This design comes from an exercise in tuning for small area and a short achievable clock period on the open sky130 flow, not from production work.
Where RTL was checked, it was by simulation tests only, not by an equivalence proof against the original.
Power is estimated from default activity; no workload was simulated.

==> job 2184: inputs <==
Design note_lane_scroller, start of the top module:
module note_lane_scroller #(
  parameter  int LANES   = note_pkg::DEF_LANES,
  parameter  int SLOTS   = 40,
  parameter  int POS_W   = note_pkg::DEF_POS_W,
  parameter  int SPEED_W = 4,
  parameter  int SPAWN_Y = note_pkg::DEF_SPAWN_Y,
  parameter  int HIT_Y   = note_pkg::DEF_HIT_Y,
  parameter  int HIT_WIN = note_pkg::DEF_HIT_WIN,
  localparam int IDX_W   = $clog2(SLOTS),
  localparam int LANE_W  = $clog2(LANES),
  localparam int CNT_W   = $clog2(SLOTS + 1)
) (
  input  logic               clock,
  input  logic               reset_n,
  input  logic               tick,
  input  logic [SPEED_W-1:0] speed,
  input  logic               chart_valid,
  input  logic [LANES-1:0]   chart_lanes,
  output logic               chart_ready,
  input  logic [LANES-1:0]   strum,
  output logic [LANES-1:0]   hit,
  output logic [LANES-1:0]   miss,
  output logic [LANES-1:0]   bad_strum,
  input  logic [IDX_W-1:0]   rd_idx,
  output logic               rd_valid,
  output logic [LANE_W-1:0]  rd_lane,
  output logic [POS_W-1:0]   rd_pos,
  output logic [CNT_W-1:0]   active_count,
  output logic               overflow
);
  localparam int PW = 9;
  localparam logic [PW-1:0] P_OFS   = 9'd11;
  localparam logic [PW-1:0] P_SPAWN = PW'(SPAWN_Y) + P_OFS;
  localparam int NQ = 4;                        
  localparam int QS = SLOTS / NQ;
  localparam int CG = 2;                        
  localparam int GS = SLOTS / CG;
  localparam int GW = $clog2(GS + 1);
  typedef logic [SLOTS-1:0] plane_t;
  plane_t              sv_q;                    
  plane_t [LANE_W-1:0] sl_q;                    
  plane_t [PW-1:0]     sp_q;                    
  logic                ready_q;
  logic [LANES-1:0]    pend_q;
  logic [LANES-1:0]    hit_q, bad_q;
  logic [1:0][LANES-1:0] miss_q;               
  logic [CNT_W-1:0]    base_q;
  logic [CG-1:0][GW-1:0] gone_q;
  ...
clock: 95.0 ns
lec_check: 0
cap_margin: 20
core_margin: 2
core_utilization: 45
gpl_timing_driven: 0
place_density: 0.6
slew_margin: 20
standard.sh (not shown) runs the stock make flow with config.mk's settings and CLKGATE_MAP_FILE= SYNTH_SCRIPT=/design/flow/synth_recipe.tcl, a recipe that flattens the netlist after the stock synthesis.
==> flow/flow/run.sh <==
#!/bin/bash
# Layout flow: the standard ORFS flow (standard.sh) with these changes:
#  - synthesis maps the logic for area (ABC "map -a", no Yosys full-adder extraction); registers
#    are mapped exactly as in the standard synthesis (flow/synth.tcl);
#  - ports are buffered with sky130_fd_sc_hd__buf_2;
#  - the resizer's setup repair works toward a setup margin (flow/margin.txt), so that it
#    shortens the paths that set the achieved clock period. The clock and constraints are the standard flow's;
#  - clock tree synthesis arguments come from flow/cts_args.txt.
# Each step's full output goes to a log file in this folder.
set -euo pipefail
HERE=$(pwd)
FLOWDIR=$HERE/flow
MARGIN=$(cat $FLOWDIR/margin.txt)
CTSARGS=$(cat $FLOWDIR/cts_args.txt)
sed -e "s|SYNTH_SCRIPT=[^ ]*|SYNTH_SCRIPT=$FLOWDIR/synth.tcl|" standard.sh > own_synth.sh
sed -e "s|\"\${@:-finish}\"|SETUP_SLACK_MARGIN=$MARGIN BUFFER_PORTS_ARGS=\"-buffer_cell sky130_fd_sc_hd__buf_2\" CTS_ARGS=\"$CTSARGS\" \"\${@:-finish}\"|" standard.sh > own_layout.sh
export CUSTOM_ABC_SCRIPT=$FLOWDIR/abc_area.script
bash own_synth.sh synth > flow_synth.log 2>&1
bash own_layout.sh > flow_layout.log 2>&1
==> flow/flow/abc_area.script <==
strash; dch; map -a
==> flow/flow/cts_args.txt <==
-sink_clustering_enable -repair_clock_nets -dont_use_dummy_load -buf_list sky130_fd_sc_hd__clkbuf_8 -sink_clustering_size 12 -sink_clustering_max_diameter 100
==> flow/flow/margin.txt <==
72
==> flow/flow/synth.tcl <==
proc synth {args} { yosys synth -nofsm -noshare {*}$args }
# Map combinational logic for area: use our own ABC script in place of the one ORFS picks.
proc abc {args} {
  set i [lsearch -exact $args -script]
  if { $i >= 0 } { lset args [expr {$i + 1}] $::env(CUSTOM_ABC_SCRIPT) }
  yosys abc {*}$args
}
# Leave adders to ABC instead of Yosys's full/half-adder cell extraction.
proc extract_fa {args} { }
source $::env(SCRIPTS_DIR)/synth.tcl
# left out here: clear keep_hierarchy, flatten, clean up, hide names made inside functions, write 1_2_yosys.v
==> job 5895 (differences from job 2184) <==
--- a/flow/design.v
+++ b/flow/design.v
@@ -57,10 +57,33 @@
   assign t34 = (t30 & t31) | (t30 & t22) | (t31 & t22);
   assign t35 = t34 ^ t32;
   assign t36 = t34 & t32;
   assign y = {t36, t35, t33, t29, t23};
 endmodule
+module note_popcount10 (
+  input  logic [9:0] x,
+  output logic [3:0] y
+);
+  logic t1, t2, t3, t4, t5, t6, t7, t8, t9, t10, t11, t12, t13, t14, t15, t16;
+  assign t1 = x[0] ^ x[1] ^ x[2];
+  assign t2 = (x[0] & x[1]) | (x[0] & x[2]) | (x[1] & x[2]);
+  assign t3 = x[3] ^ x[4] ^ x[5];
+  assign t4 = (x[3] & x[4]) | (x[3] & x[5]) | (x[4] & x[5]);
+  assign t5 = x[6] ^ x[7] ^ x[8];
+  assign t6 = (x[6] & x[7]) | (x[6] & x[8]) | (x[7] & x[8]);
+  assign t7 = t1 ^ t3 ^ t5;
+  assign t8 = (t1 & t3) | (t1 & t5) | (t3 & t5);
+  assign t9 = t2 ^ t4 ^ t6;
+  assign t10 = (t2 & t4) | (t2 & t6) | (t4 & t6);
+  assign t11 = t7 ^ x[9];
+  assign t12 = t7 & x[9];
+  assign t13 = t8 ^ t9 ^ t12;
+  assign t14 = (t8 & t9) | (t8 & t12) | (t9 & t12);
+  assign t15 = t10 ^ t14;
+  assign t16 = t10 & t14;
+  assign y = {t16, t15, t13, t11};
+endmodule
 module note_lane_scroller #(
   parameter  int LANES   = note_pkg::DEF_LANES,
   parameter  int SLOTS   = 40,
   parameter  int POS_W   = note_pkg::DEF_POS_W,
   parameter  int SPEED_W = 4,
@@ -92,21 +115,21 @@
   localparam int PW = 9;
   localparam logic [PW-1:0] P_OFS   = 9'd11;
   localparam logic [PW-1:0] P_SPAWN = PW'(SPAWN_Y) + P_OFS;
   localparam int NQ = 4;                        
   localparam int QS = SLOTS / NQ;
-  localparam int CG = 2;                        
+  localparam int CG = 4;                        
   localparam int GS = SLOTS / CG;
   localparam int GW = $clog2(GS + 1);
   typedef logic [SLOTS-1:0] plane_t;
   plane_t              sv_q;                    
   plane_t [LANE_W-1:0] sl_q;                    
   plane_t [PW-1:0]     sp_q;                    
   logic                ready_q;
   logic [LANES-1:0]    pend_q;
   logic [LANES-1:0]    hit_q, bad_q;
-  logic [1:0][LANES-1:0] miss_q;               
+  logic [3:0][LANES-1:0] miss_q;               
   logic [CNT_W-1:0]    base_q;
   logic [CG-1:0][GW-1:0] gone_q;
   logic                ovf_q;
   logic                rdv_q;
   logic [LANE_W-1:0]   rdl_q;
@@ -123,44 +146,37 @@
   assign lane_oh[3] =  sl_q[1] &  sl_q[0];
   plane_t                win;                   
   logic [LANES-1:0]      found;
   plane_t                cand  [LANES];
   logic [NQ-1:0][QS-1:0] alive [LANES][7];      
+  logic [NQ-1:0]         qalive[LANES][7];      
   logic [NQ-1:0][5:0]    qmax  [LANES];
-  logic [NQ-1:0]         qany  [LANES];
   logic [NQ-1:0][QS-1:0] qpick [LANES];
   logic [NQ-1:0]         qsel  [LANES];
-  logic [5:0]            lmax  [LANES];       
+  logic [5:0]            lmax  [LANES];         
   always_comb begin
     for (int l = 0; l < LANES; l++) begin
       cand[l]     = inwin & lane_oh[l];
       found[l]    = |cand[l];
       alive[l][0] = cand[l];
-      for (int q = 0; q < NQ; q++) begin
-        qany[l][q] = |alive[l][0][q];
-        for (int i = 0; i < 6; i++) begin
-          qmax[l][q][5-i]     = |(alive[l][i][q] & sp_q[5-i][q*QS +: QS]);
-          alive[l][i+1][q]    = alive[l][i][q] & (sp_q[5-i][q*QS +: QS] | {QS{~qmax[l][q][5-i]}});
+      for (int q = 0; q < NQ; q++) qalive[l][0][q] = |alive[l][0][q];
+      for (int i = 0; i < 6; i++) begin
+        for (int q = 0; q < NQ; q++) begin
+          qmax[l][q][5-i]  = |(alive[l][i][q] & sp_q[5-i][q*QS +: QS]);
+          alive[l][i+1][q] = alive[l][i][q] & (sp_q[5-i][q*QS +: QS] | {QS{~qmax[l][q][5-i]}});
         end
-        qpick[l][q] = alive[l][6][q] & (~alive[l][6][q] + QS'(1));
+        lmax[l][5-i]    = |(qalive[l][i] & {qmax[l][3][5-i], qmax[l][2][5-i], qmax[l][1][5-i], qmax[l][0][5-i]});
+        qalive[l][i+1]  = qalive[l][i] & ({qmax[l][3][5-i], qmax[l][2][5-i], qmax[l][1][5-i], qmax[l][0][5-i]} |
+                                          {NQ{~lmax[l][5-i]}});
       end
+      for (int q = 0; q < NQ; q++) qpick[l][q] = alive[l][6][q] & (~alive[l][6][q] + QS'(1));
+      qsel[l] = qalive[l][6] & (~qalive[l][6] + NQ'(1));
     end
   end
   always_comb begin
     win = '0;
     for (int l = 0; l < LANES; l++) begin
-      logic b01, b23, bfin, a01, a23;
-      logic [5:0] m01, m23;
-      b01  = qany[l][1] & (~qany[l][0] | (qmax[l][1] > qmax[l][0]));
-      m01  = b01 ? qmax[l][1] : qmax[l][0];
-      a01  = qany[l][0] | qany[l][1];
-      b23  = qany[l][3] & (~qany[l][2] | (qmax[l][3] > qmax[l][2]));
-      m23  = b23 ? qmax[l][3] : qmax[l][2];
-      a23  = qany[l][2] | qany[l][3];
-      bfin = a23 & (~a01 | (m23 > m01));
-      qsel[l] = {bfin & b23, bfin & ~b23, ~bfin & b01, ~bfin & ~b01};
-      lmax[l] = bfin ? m23 : m01;
       for (int q = 0; q < NQ; q++) win[q*QS +: QS] = win[q*QS +: QS] | (qpick[l][q] & {QS{qsel[l][q]}});
     end
   end
   plane_t            free_oh;
   logic              free_found;
@@ -203,34 +219,34 @@
     strummed = win & hit_sel;
     sv_d     = (sv_q & ~over & ~strummed) | alloc;
     for (int b = 0; b < PW; b++) sp_d[b] = P_SPAWN[b] ? (sum[b] | alloc) : (sum[b] & ~alloc);
   end
   logic [LANES-1:0]       over_any, hit_keep;
-  logic [1:0][LANES-1:0]  over_other, miss_d;
+  logic [3:0][LANES-1:0]  over_other, miss_d;
   logic [4:0]             hit_ge;               
   logic [CG-1:0][GW-1:0]  gone_d;
   logic [CNT_W-1:0]       count_now, base_d;
   always_comb begin
     for (int l = 0; l < LANES; l++) begin
       over_any[l]   = found[l] & (lmax[l][5:4] == 2'b11) & ((5'(lmax[l][3:0]) + 5'(step)) >= 5'd16);
-      for (int h = 0; h < 2; h++) begin
-        over_other[h][l] = |(over[h*(SLOTS/2) +: SLOTS/2] & lane_oh[l][h*(SLOTS/2) +: SLOTS/2] &
-                             ~win[h*(SLOTS/2) +: SLOTS/2]);
+      for (int h = 0; h < 4; h++) begin
+        over_other[h][l] = |(over[h*(SLOTS/4) +: SLOTS/4] & lane_oh[l][h*(SLOTS/4) +: SLOTS/4] &
+                             ~win[h*(SLOTS/4) +: SLOTS/4]);
       end
       miss_d[0][l] = strum[l] ? over_other[0][l] : over_any[l];
-      miss_d[1][l] = strum[l] & over_other[1][l];
+      for (int h = 1; h < 4; h++) miss_d[h][l] = strum[l] & over_other[h][l];
     end
     hit_keep  = strum & found & ~over_any;
     hit_ge[0] = 1'b1;
     hit_ge[1] = |hit_keep;
     hit_ge[2] = (hit_keep[0] & (hit_keep[1] | hit_keep[2] | hit_keep[3])) | (hit_keep[1] & (hit_keep[2] | hit_keep[3])) |
                 (hit_keep[2] & hit_keep[3]);
     hit_ge[3] = (hit_keep[0] & hit_keep[1] & (hit_keep[2] | hit_keep[3])) | (hit_keep[2] & hit_keep[3] & (hit_keep[0] | hit_keep[1]));
     hit_ge[4] = &hit_keep;
   end
   for (genvar g = 0; g < CG; g++) begin : g_gone
-    note_popcount20 u_pc (
+    note_popcount10 u_pc (
       .x (over[g*GS +: GS]),
       .y (gone_d[g])
     );
   end
   always_comb begin
@@ -295,11 +311,11 @@
     rdl_q <= rdl_d;
     rdp_q <= rdp_d;
   end
   assign chart_ready  = ready_q;
   assign hit          = hit_q;
-  assign miss         = miss_q[0] | miss_q[1];
+  assign miss         = miss_q[0] | miss_q[1] | miss_q[2] | miss_q[3];
   assign bad_strum    = bad_q;
   assign rd_valid     = rdv_q;
   assign rd_lane      = rdl_q;
   assign rd_pos       = {1'b0, rdp_q - P_OFS};
   assign active_count = count_now;
--- a/flow/flow/run.sh
+++ b/flow/flow/run.sh
@@ -1,14 +1,15 @@
 #!/bin/bash
 # Layout flow: the standard ORFS flow (standard.sh) with these changes:
-#  - synthesis maps the logic for area (ABC "map -a", no Yosys full-adder extraction); registers
-#    are mapped exactly as in the standard synthesis (flow/synth.tcl);
+#  - synthesis (flow/synth.tcl) is the standard flow's synth_recipe.tcl with the logic mapped for area: ABC runs
+#    flow/abc_area.script instead of ORFS's script, and Yosys's full/half-adder extraction is
+#    skipped. Registers are mapped exactly as in the standard synthesis;
 #  - ports are buffered with sky130_fd_sc_hd__buf_2;
 #  - the resizer's setup repair works toward a setup margin (flow/margin.txt), so that it
 #    shortens the paths that set the achieved clock period. The clock and constraints are the standard flow's;
-#  - clock tree synthesis arguments come from flow/cts_args.txt.
-# Each step's full output goes to a log file in this folder.
+#  - clock tree synthesis uses the arguments in flow/cts_args.txt.
+# Each step's full output goes to a log file in this folder (flow_synth.log, flow_layout.log).
 set -euo pipefail
 HERE=$(pwd)
 FLOWDIR=$HERE/flow
 MARGIN=$(cat $FLOWDIR/margin.txt)
 CTSARGS=$(cat $FLOWDIR/cts_args.txt)
==> flow/flow/abc_area.script (replaced) <==
&get -n; &st; &dch -f; &nf -a -R 1000; &put
==> flow/flow/margin.txt (replaced) <==
72.3
==> flow/config.mk (replaced) <==
export PLATFORM = sky130hd
export DESIGN_NAME = note_lane_scroller
export DESIGN_NICKNAME = note_lane_scroller
export VERILOG_FILES = /design/flow/design.v
export SDC_FILE = /design/flow/constraint.sdc
export NUM_CORES = 8
export LEC_CHECK = 0
export CAP_MARGIN = 25
export CORE_MARGIN = 2
export CORE_UTILIZATION = 50
export GPL_TIMING_DRIVEN = 0
export PLACE_DENSITY = 0.7
export SLEW_MARGIN = 25
==> job 2182 (differences from job 2184) <==
--- a/flow/design.v
+++ b/flow/design.v
@@ -101,12 +101,11 @@
   plane_t              sv_q;                    
   plane_t [LANE_W-1:0] sl_q;                    
   plane_t [PW-1:0]     sp_q;                    
   logic                ready_q;
   logic [LANES-1:0]    pend_q;
-  logic [LANES-1:0]    hit_q, bad_q;
-  logic [1:0][LANES-1:0] miss_q;               
+  logic [LANES-1:0]    hit_q, miss_q, bad_q;
   logic [CNT_W-1:0]    base_q;
   logic [CG-1:0][GW-1:0] gone_q;
   logic                ovf_q;
   logic                rdv_q;
   logic [LANE_W-1:0]   rdl_q;
@@ -202,48 +201,33 @@
                ({SLOTS{strum[2]}} & lane_oh[2]) | ({SLOTS{strum[3]}} & lane_oh[3]);
     strummed = win & hit_sel;
     sv_d     = (sv_q & ~over & ~strummed) | alloc;
     for (int b = 0; b < PW; b++) sp_d[b] = P_SPAWN[b] ? (sum[b] | alloc) : (sum[b] & ~alloc);
   end
-  logic [LANES-1:0]       over_any, hit_keep;
-  logic [1:0][LANES-1:0]  over_other, miss_d;
-  logic [4:0]             hit_ge;               
+  logic [LANES-1:0]       over_any, over_other, miss_d, hit_keep;
+  logic [2:0]             n_hit;
   logic [CG-1:0][GW-1:0]  gone_d;
   logic [CNT_W-1:0]       count_now, base_d;
   always_comb begin
     for (int l = 0; l < LANES; l++) begin
       over_any[l]   = found[l] & (lmax[l][5:4] == 2'b11) & ((5'(lmax[l][3:0]) + 5'(step)) >= 5'd16);
-      for (int h = 0; h < 2; h++) begin
-        over_other[h][l] = |(over[h*(SLOTS/2) +: SLOTS/2] & lane_oh[l][h*(SLOTS/2) +: SLOTS/2] &
-                             ~win[h*(SLOTS/2) +: SLOTS/2]);
-      end
-      miss_d[0][l] = strum[l] ? over_other[0][l] : over_any[l];
-      miss_d[1][l] = strum[l] & over_other[1][l];
-    end
-    hit_keep  = strum & found & ~over_any;
-    hit_ge[0] = 1'b1;
-    hit_ge[1] = |hit_keep;
-    hit_ge[2] = (hit_keep[0] & (hit_keep[1] | hit_keep[2] | hit_keep[3])) | (hit_keep[1] & (hit_keep[2] | hit_keep[3])) |
-                (hit_keep[2] & hit_keep[3]);
-    hit_ge[3] = (hit_keep[0] & hit_keep[1] & (hit_keep[2] | hit_keep[3])) | (hit_keep[2] & hit_keep[3] & (hit_keep[0] | hit_keep[1]));
-    hit_ge[4] = &hit_keep;
+      over_other[l] = |(over & lane_oh[l] & ~win);
+      miss_d[l]     = strum[l] ? over_other[l] : over_any[l];
+    end
+    hit_keep = strum & found & ~over_any;
+    n_hit    = 3'(hit_keep[0]) + 3'(hit_keep[1]) + 3'(hit_keep[2]) + 3'(hit_keep[3]);
   end
   for (genvar g = 0; g < CG; g++) begin : g_gone
     note_popcount20 u_pc (
       .x (over[g*GS +: GS]),
       .y (gone_d[g])
     );
   end
   always_comb begin
     count_now = base_q;
     for (int g = 0; g < CG; g++) count_now = count_now - CNT_W'(gone_q[g]);
-    begin
-      logic [CNT_W-1:0] c;
-      c = count_now + CNT_W'(!ready_q && free_found);
-      base_d = hit_ge[4] ? c - CNT_W'(4) : hit_ge[3] ? c - CNT_W'(3) : hit_ge[2] ? c - CNT_W'(2) :
-               hit_ge[1] ? c - CNT_W'(1) : c;
-    end
+    base_d = count_now + CNT_W'(!ready_q && free_found) - CNT_W'(n_hit);
   end
   plane_t            rsel;
   logic              rdv_d;
   logic [LANE_W-1:0] rdl_d;
   logic [PW-1:0]     rdp_d;
@@ -295,11 +279,11 @@
     rdl_q <= rdl_d;
     rdp_q <= rdp_d;
   end
   assign chart_ready  = ready_q;
   assign hit          = hit_q;
-  assign miss         = miss_q[0] | miss_q[1];
+  assign miss         = miss_q;
   assign bad_strum    = bad_q;
   assign rd_valid     = rdv_q;
   assign rd_lane      = rdl_q;
   assign rd_pos       = {1'b0, rdp_q - P_OFS};
   assign active_count = count_now;
==> flow/flow/run.sh (replaced) <==
#!/bin/bash
# Layout flow: the standard ORFS flow with three changes:
#  - synthesis maps the logic for area (ABC "map -a", no Yosys full-adder extraction); registers
#    are mapped exactly as in the standard synthesis;
#  - ports are buffered with sky130_fd_sc_hd__buf_2;
#  - the resizer's setup repair works toward a setup margin (flow/margin.txt), so that it
#    shortens the paths that set the achieved clock period. The clock and constraints are the standard flow's.
# Each step's full output goes to a log file in this folder.
set -euo pipefail
HERE=$(pwd)
FLOWDIR=$HERE/flow
MARGIN=$(cat $FLOWDIR/margin.txt)
sed -e "s|SYNTH_SCRIPT=[^ ]*|SYNTH_SCRIPT=$FLOWDIR/synth.tcl|" standard.sh > own_synth.sh
sed -e "s|\"\${@:-finish}\"|SETUP_SLACK_MARGIN=$MARGIN BUFFER_PORTS_ARGS=\"-buffer_cell sky130_fd_sc_hd__buf_2\" \"\${@:-finish}\"|" standard.sh > own_layout.sh
export CUSTOM_ABC_SCRIPT=$FLOWDIR/abc_area.script
bash own_synth.sh synth > flow_synth.log 2>&1
bash own_layout.sh > flow_layout.log 2>&1
--- a/flow/config.mk
+++ b/flow/config.mk
@@ -6,8 +6,10 @@
 export NUM_CORES = 8
 export LEC_CHECK = 0
 export CAP_MARGIN = 20
 export CORE_MARGIN = 2
 export CORE_UTILIZATION = 45
+export CTS_BUF_LIST = sky130_fd_sc_hd__clkbuf_8
+export CTS_CLUSTER_SIZE = 30
 export GPL_TIMING_DRIVEN = 0
 export PLACE_DENSITY = 0.6
 export SLEW_MARGIN = 20
removed: flow/flow/cts_args.txt
==> run notes <==
metric	job 5895	job 2182	job 2184
Summed area of non-filler cells in the final layout	49500 sq um	52400 sq um	51700 sq um
Overall Global Routing Usage	47.4%	51.7%	51.0%
Distinct cells, synth	68	56	59
Peak ir drop on the vdd network	0.0268 mV	0.0299 mV	0.0379 mV
Seq cells post-synth	544	526	530
Non-clk invs	105	1350	1437
Leading cell type by number of instances after synthesis	nand2_1	nor2_1	nor2_1
Share of final-layout standard cells stronger than drive strength 1	5.61%	6.03%	4.96%
Proportion of synthesized area in mux cells	1.63%	0%	0%
Part of the total power dissipated in combinational logic	53.9%	60.1%	62.5%
Final Wtd Congestion	1.10	1.20	1.18
Leakage power	17.3 nW	19.2 nW	18.5 nW
Count of filler cells inserted in the layout	8695	10800	11100
Clock-pin slew on the worst setup and hold paths	0.08 ns	0.06 ns	0.08 ns
Xor-xnor portion of the synthesized cell area	6.45%	3.57%	3.14%
Mean Syn Cell Area	7.82 sq um	6.10 sq um	6.07 sq um
Most common cell after layout, fill and taps aside	nand2_1	nor2_1	nor2_1
Core utilization of the finished layout	55.0%	51.3%	49.8%
Outcome	timing/DRC/antenna clean	timing/DRC/antenna clean	timing/DRC/antenna clean
Global-route wire length before repair	328000 um	393000 um	395000 um
WHS	0.500 ns	0.483 ns	0.481 ns
End point of the most critical hold path	sp_q[275]	sp_q[288]	sp_q[329]
Number of diodes added for antenna fixing	11	11	17
Cell count after placement	7084	9069	9219
Buffers, non-clock	117	114	110
Final critical-path required period	22.65 ns	23.10 ns	22.83 ns
The RTL of job 2184 was laid out without a check of its function.

==> static timing again, ports no longer ideal <==
The results above use ideal ports. As a check the final layouts listed here were re-extracted and re-timed, cells and wires unchanged. Step 1, drivers: a clkbuf_16 drives clock and a buf_2 each remaining input, both assumed. Step 2 moves the port delays by t, midway between the first and last clock arrival at a register: inputs arrive t later, outputs are due t later. That takes back most of the time a late clock gives input paths. a / b / c = ideal ports / drivers / drivers and shift; a / b = the first two.
run	t (ns)	slack for setup (ns)	worst setup path at the end	clock arrival spread, ns	worst slew at a driven data input, ns
job 2184	0.880	72.168 / 72.148 / 71.268	input to register	0.070 / 0.070	0.15
job 5895	0.838	72.353 / 72.300 / 71.569	input to register	0.076 / 0.076	0.15
job 2182	0.904	71.904 / 71.928 / 71.023	input to register	0.073 / 0.073	0.14
After both steps every run listed still meets setup and hold. For job 2184, which loses most, drivers alone change the setup slack by -0.020 ns; drivers and shift together by -0.900 ns.
